What follows belongs to an exercise in optimizing a design on an open flow for small area; a production flow would make more cautious choices. The RTL was checked by simulation tests, not by an equivalence proof against the original design. No activity file was given, so power comes from the tool's default toggle rates.

== v2 ==
==> flow/design.v (excerpt) <==
module spi_avalon_frame_bridge #(
    parameter int NUM_MOTORS     = 4,
    parameter int BYTES_PER_WORD = 4,
    parameter int MAX_WORDS      = 32,
    parameter int ADDR_W         = 16,
    parameter int TIMEOUT        = 255,
    parameter int SYNC_STAGES    = 2
) (
    input  logic              iCLK,
    input  logic              iRESET,
    input  logic              iFRAME_n,
    input  logic              iRX_VALID,
    input  logic [7:0]        iRX_DATA,
    output logic [7:0]        oTX_DATA,
    output logic              oTX_LOAD,
    output logic [ADDR_W-1:0] oAVM_ADDRESS,
    output logic              oAVM_WRITE,
    output logic [31:0]       oAVM_WRITEDATA,
    output logic              oAVM_READ,
    input  logic [31:0]       iAVM_READDATA,
    input  logic              iAVM_WAITREQUEST,
    output logic              oBUSY,
    output logic [3:0]        oSTATUS
);
==> flow/config.mk <==
export PLATFORM = sky130hd
export DESIGN_NAME = spi_avalon_frame_bridge
export DESIGN_NICKNAME = spi_avalon_frame_bridge
export VERILOG_FILES = /design/flow/design.v
export SDC_FILE = /design/flow/constraint.sdc
export NUM_CORES = 4
export LEC_CHECK = 0
export CAP_MARGIN = 20
export CELL_PAD_IN_SITES_DETAIL_PLACEMENT = 1
export CELL_PAD_IN_SITES_GLOBAL_PLACEMENT = 1
export CORE_MARGIN = 2
export CORE_UTILIZATION = 45
export CTS_CLUSTER_DIAMETER = 100
export CTS_CLUSTER_SIZE = 24
export PLACE_DENSITY = 0.55
export SLEW_MARGIN = 20
export SYNTH_HIERARCHICAL = 1
export SYNTH_MINIMUM_KEEP_SIZE = 0
==> flow/constraint.sdc <==
create_clock -name core_clock -period 10.0 [get_ports {iCLK}]
set_input_delay 2.0000 -clock core_clock [delete_from_list [all_inputs] [get_ports {iCLK}]]
set_output_delay 2.0000 -clock core_clock [all_outputs]
set_load 0.01 [all_outputs]
standard.sh (not shown) runs the stock make flow with config.mk's settings and CLKGATE_MAP_FILE= SYNTH_SCRIPT=/design/flow/synth_recipe.tcl, a recipe that flattens the netlist after the stock synthesis.
==> flow/flow/run.sh <==
#!/bin/bash
set -e
export BUFFER_PORTS_ARGS="-buffer_cell sky130_fd_sc_hd__buf_1"
export CTS_ARGS="-sink_clustering_enable -repair_clock_nets -dont_use_dummy_load -sink_clustering_size 24 -sink_clustering_max_diameter 100"
bash standard.sh > standard.log 2>&1
v2 finished end to end and its layout was clean on timing, DRC and antenna.
[inputs] v8 vs v2
- swapping 1 for 0 in CELL_PAD_IN_SITES_DETAIL_PLACEMENT
==> flow/run.sh (new file) <==
#!/bin/bash
# synth_recipe.tcl (not shown) runs the flow's synth.tcl, then flattens the netlist and writes it again
# the make line also repeats each setting of config.mk as NAME=value (left out here)
make -C /OpenROAD-flow-scripts/flow DESIGN_CONFIG=/design/flow/config.mk WORK_HOME=/design/flow/orfs CLKGATE_MAP_FILE= SYNTH_SCRIPT=/design/flow/synth_recipe.tcl finish
removed: flow/flow/run.sh
removed: flow/standard.sh
==> comparison <==
Min share of total power in the clock network across v2 and v8: v2. v8 vs. v2: worst setup slack higher; sum of routed wire length over all layers lower; wire length of the first global-routing pass lower; power per unit of standard cell area roughly the same. Reported for v2 and v8, number of buffers added by the clock tree synthesis step turned out identical to the last digit. Compared v2 against v8; reported sequential group power within noise. Max clock buffer count across v2 and v8: v8. v8 against v2: sum of internal, switching and leakage power picked up an extra 0.51%, cell area picked up an extra 680 um2.
Modified inputs, v7 compared to v8
- swapping 20 for 10 in CAP_MARGIN
- swapping 20 for 10 in SLEW_MARGIN
- swapping 0.55 for 0.6 in PLACE_DENSITY
- swapping 45 for 50 in CORE_UTILIZATION
- swapping 24 for 30 in CTS_CLUSTER_SIZE
==> results.txt <==
Cmp v7 and v8 / overall fraction of global-route tracks in use / higher: v7. Via count in v7 vs v8: up 366. Between v7 and v8, it is v7 whose final period utilization is higher, by 3.0 points. The multi-input combinational area share of v7 and that of v8 are within noise of each other. Going from v8 to v7, proportion of power drawn by the clock network shrinks by 1.8 points. Diff v8..v7 | residual overflow from global routing | unchanged. v7 reports a lower final design instance area without fill than v8 does. v7 does better than v8 on aggregate routed wire length. Power: v7 draws less than v8. Against v8, clock power in v7 came out better.

---

Another version of the RTL of spi_avalon_frame_bridge (not shown whole).
For scale: ~3800 cells after synthesis, roughly 2200 flip-flops, about 110 I/O pins.
export LEC_CHECK = 0
export CAP_MARGIN = 20
export CELL_PAD_IN_SITES_DETAIL_PLACEMENT = 1
export CELL_PAD_IN_SITES_GLOBAL_PLACEMENT = 1
export CORE_MARGIN = 2
export CORE_UTILIZATION = 48
export CTS_CLUSTER_DIAMETER = 80
export CTS_CLUSTER_SIZE = 30
export PLACE_DENSITY = 0.58
export SLEW_MARGIN = 20
export SYNTH_HIERARCHICAL = 1
export SYNTH_MINIMUM_KEEP_SIZE = 0
create_clock -name core_clock -period 10.0 [get_ports {iCLK}]
==> flow/flow/run.sh <==
#!/bin/bash
set -e
export BUFFER_PORTS_ARGS="-buffer_cell sky130_fd_sc_hd__buf_1"
export CTS_ARGS="-sink_clustering_enable -repair_clock_nets -dont_use_dummy_load -sink_clustering_size 30 -sink_clustering_max_diameter 80"
bash standard.sh > standard.log 2>&1
Then changed:
==> flow/run.sh (new file) <==
#!/bin/bash
# synth_recipe.tcl (not shown) runs the flow's synth.tcl, then flattens the netlist and writes it again
# the make line also repeats each setting of config.mk as NAME=value (left out here)
make -C /OpenROAD-flow-scripts/flow DESIGN_CONFIG=/design/flow/config.mk WORK_HOME=/design/flow/orfs CLKGATE_MAP_FILE= SYNTH_SCRIPT=/design/flow/synth_recipe.tcl finish
- CORE_UTILIZATION: 48 -> 45
- CTS_CLUSTER_DIAMETER: 80 -> 100
- CTS_CLUSTER_SIZE: 30 -> 24
- PLACE_DENSITY: 0.58 -> 0.55
removed: flow/flow/run.sh
removed: flow/standard.sh
The new run finished with timing, DRC and antenna clean.
Sequential power stays flat.
Wire length fell by 0.63%.
Design area rose by 1.1%.
Die area rose by 6.6%.
Sequential share of layout area fell by 0.82 points.
Setup slack gets worse by 260 ps.
Then changed:
==> flow/flow/run.sh (new file) <==
#!/bin/bash
set -e
export BUFFER_PORTS_ARGS="-buffer_cell sky130_fd_sc_hd__buf_1"
export CTS_ARGS="-sink_clustering_enable -repair_clock_nets -dont_use_dummy_load -sink_clustering_size 27 -sink_clustering_max_diameter 100"
bash standard.sh > standard.log 2>&1
==> flow/standard.sh (new file) <==
#!/bin/bash
# synth_recipe.tcl (not shown) runs the flow's synth.tcl, then flattens the netlist and writes it again
# the make line also repeats each setting of config.mk as NAME=value (left out here)
make -C /OpenROAD-flow-scripts/flow DESIGN_CONFIG=/design/flow/config.mk WORK_HOME=/design/flow/orfs CLKGATE_MAP_FILE= SYNTH_SCRIPT=/design/flow/synth_recipe.tcl "${@:-finish}"
- CTS_CLUSTER_SIZE: 24 -> 27
removed: flow/run.sh
After rerunning:
- worst setup slack is better by 310 ps
- count of clock-buffer cells in the layout came out lower by 46
- hold slack hardly moves
- cell count came out lower by 0.86%
- area after synthesis stays the same
- final area came out lower by 1.2%
- routed wire length hardly moves
- sequential share of layout area came out higher by 0.89 points
- via count stays flat
- utilization came out lower by 0.58 points

static timing again, ports no longer ideal:
The results above use ideal ports. As a check the final layouts listed here were re-extracted and re-timed, cells and wires unchanged.
Step 1 sets driving cells, clkbuf_16 on the clock port and buf_2 on the other inputs (assumed; they add their load-dependent delay and slew).
Step 2 times the ports against the registers' clock, not the clock port: input delays grow and output delays shrink by t, the midpoint of the rising clock arrivals with the driver on.
a / b / c = ideal ports / drivers / drivers and shift; a / b = the first two.
run | t (ns) | setup slack, ns | worst setup path at the end | latest minus earliest clock arrival (ns)
v2 | 0.820 | 4.143 / 4.143 / 3.592 | input to register | 0.063 / 0.063
v8 | 0.835 | 4.482 / 4.503 / 3.668 | input to register | 0.028 / 0.028
v7 | 0.812 | 4.179 / 4.235 / 3.423 | input to register | 0.029 / 0.028
the first run of note 2 | 0.819 | 4.065 / 4.065 / 3.367 | input to register | 0.091 / 0.091
the second run of note 2 | 0.829 | 3.801 / 3.796 / 2.968 | input to register | 0.027 / 0.027
the third run of note 2 | 0.804 | 4.108 / 4.108 / 3.447 | input to register | 0.070 / 0.070
After both steps every run listed still meets setup and hold. For the second run of note 2, which loses most, drivers alone change the setup slack by -0.005 ns; drivers and shift together by -0.833 ns.
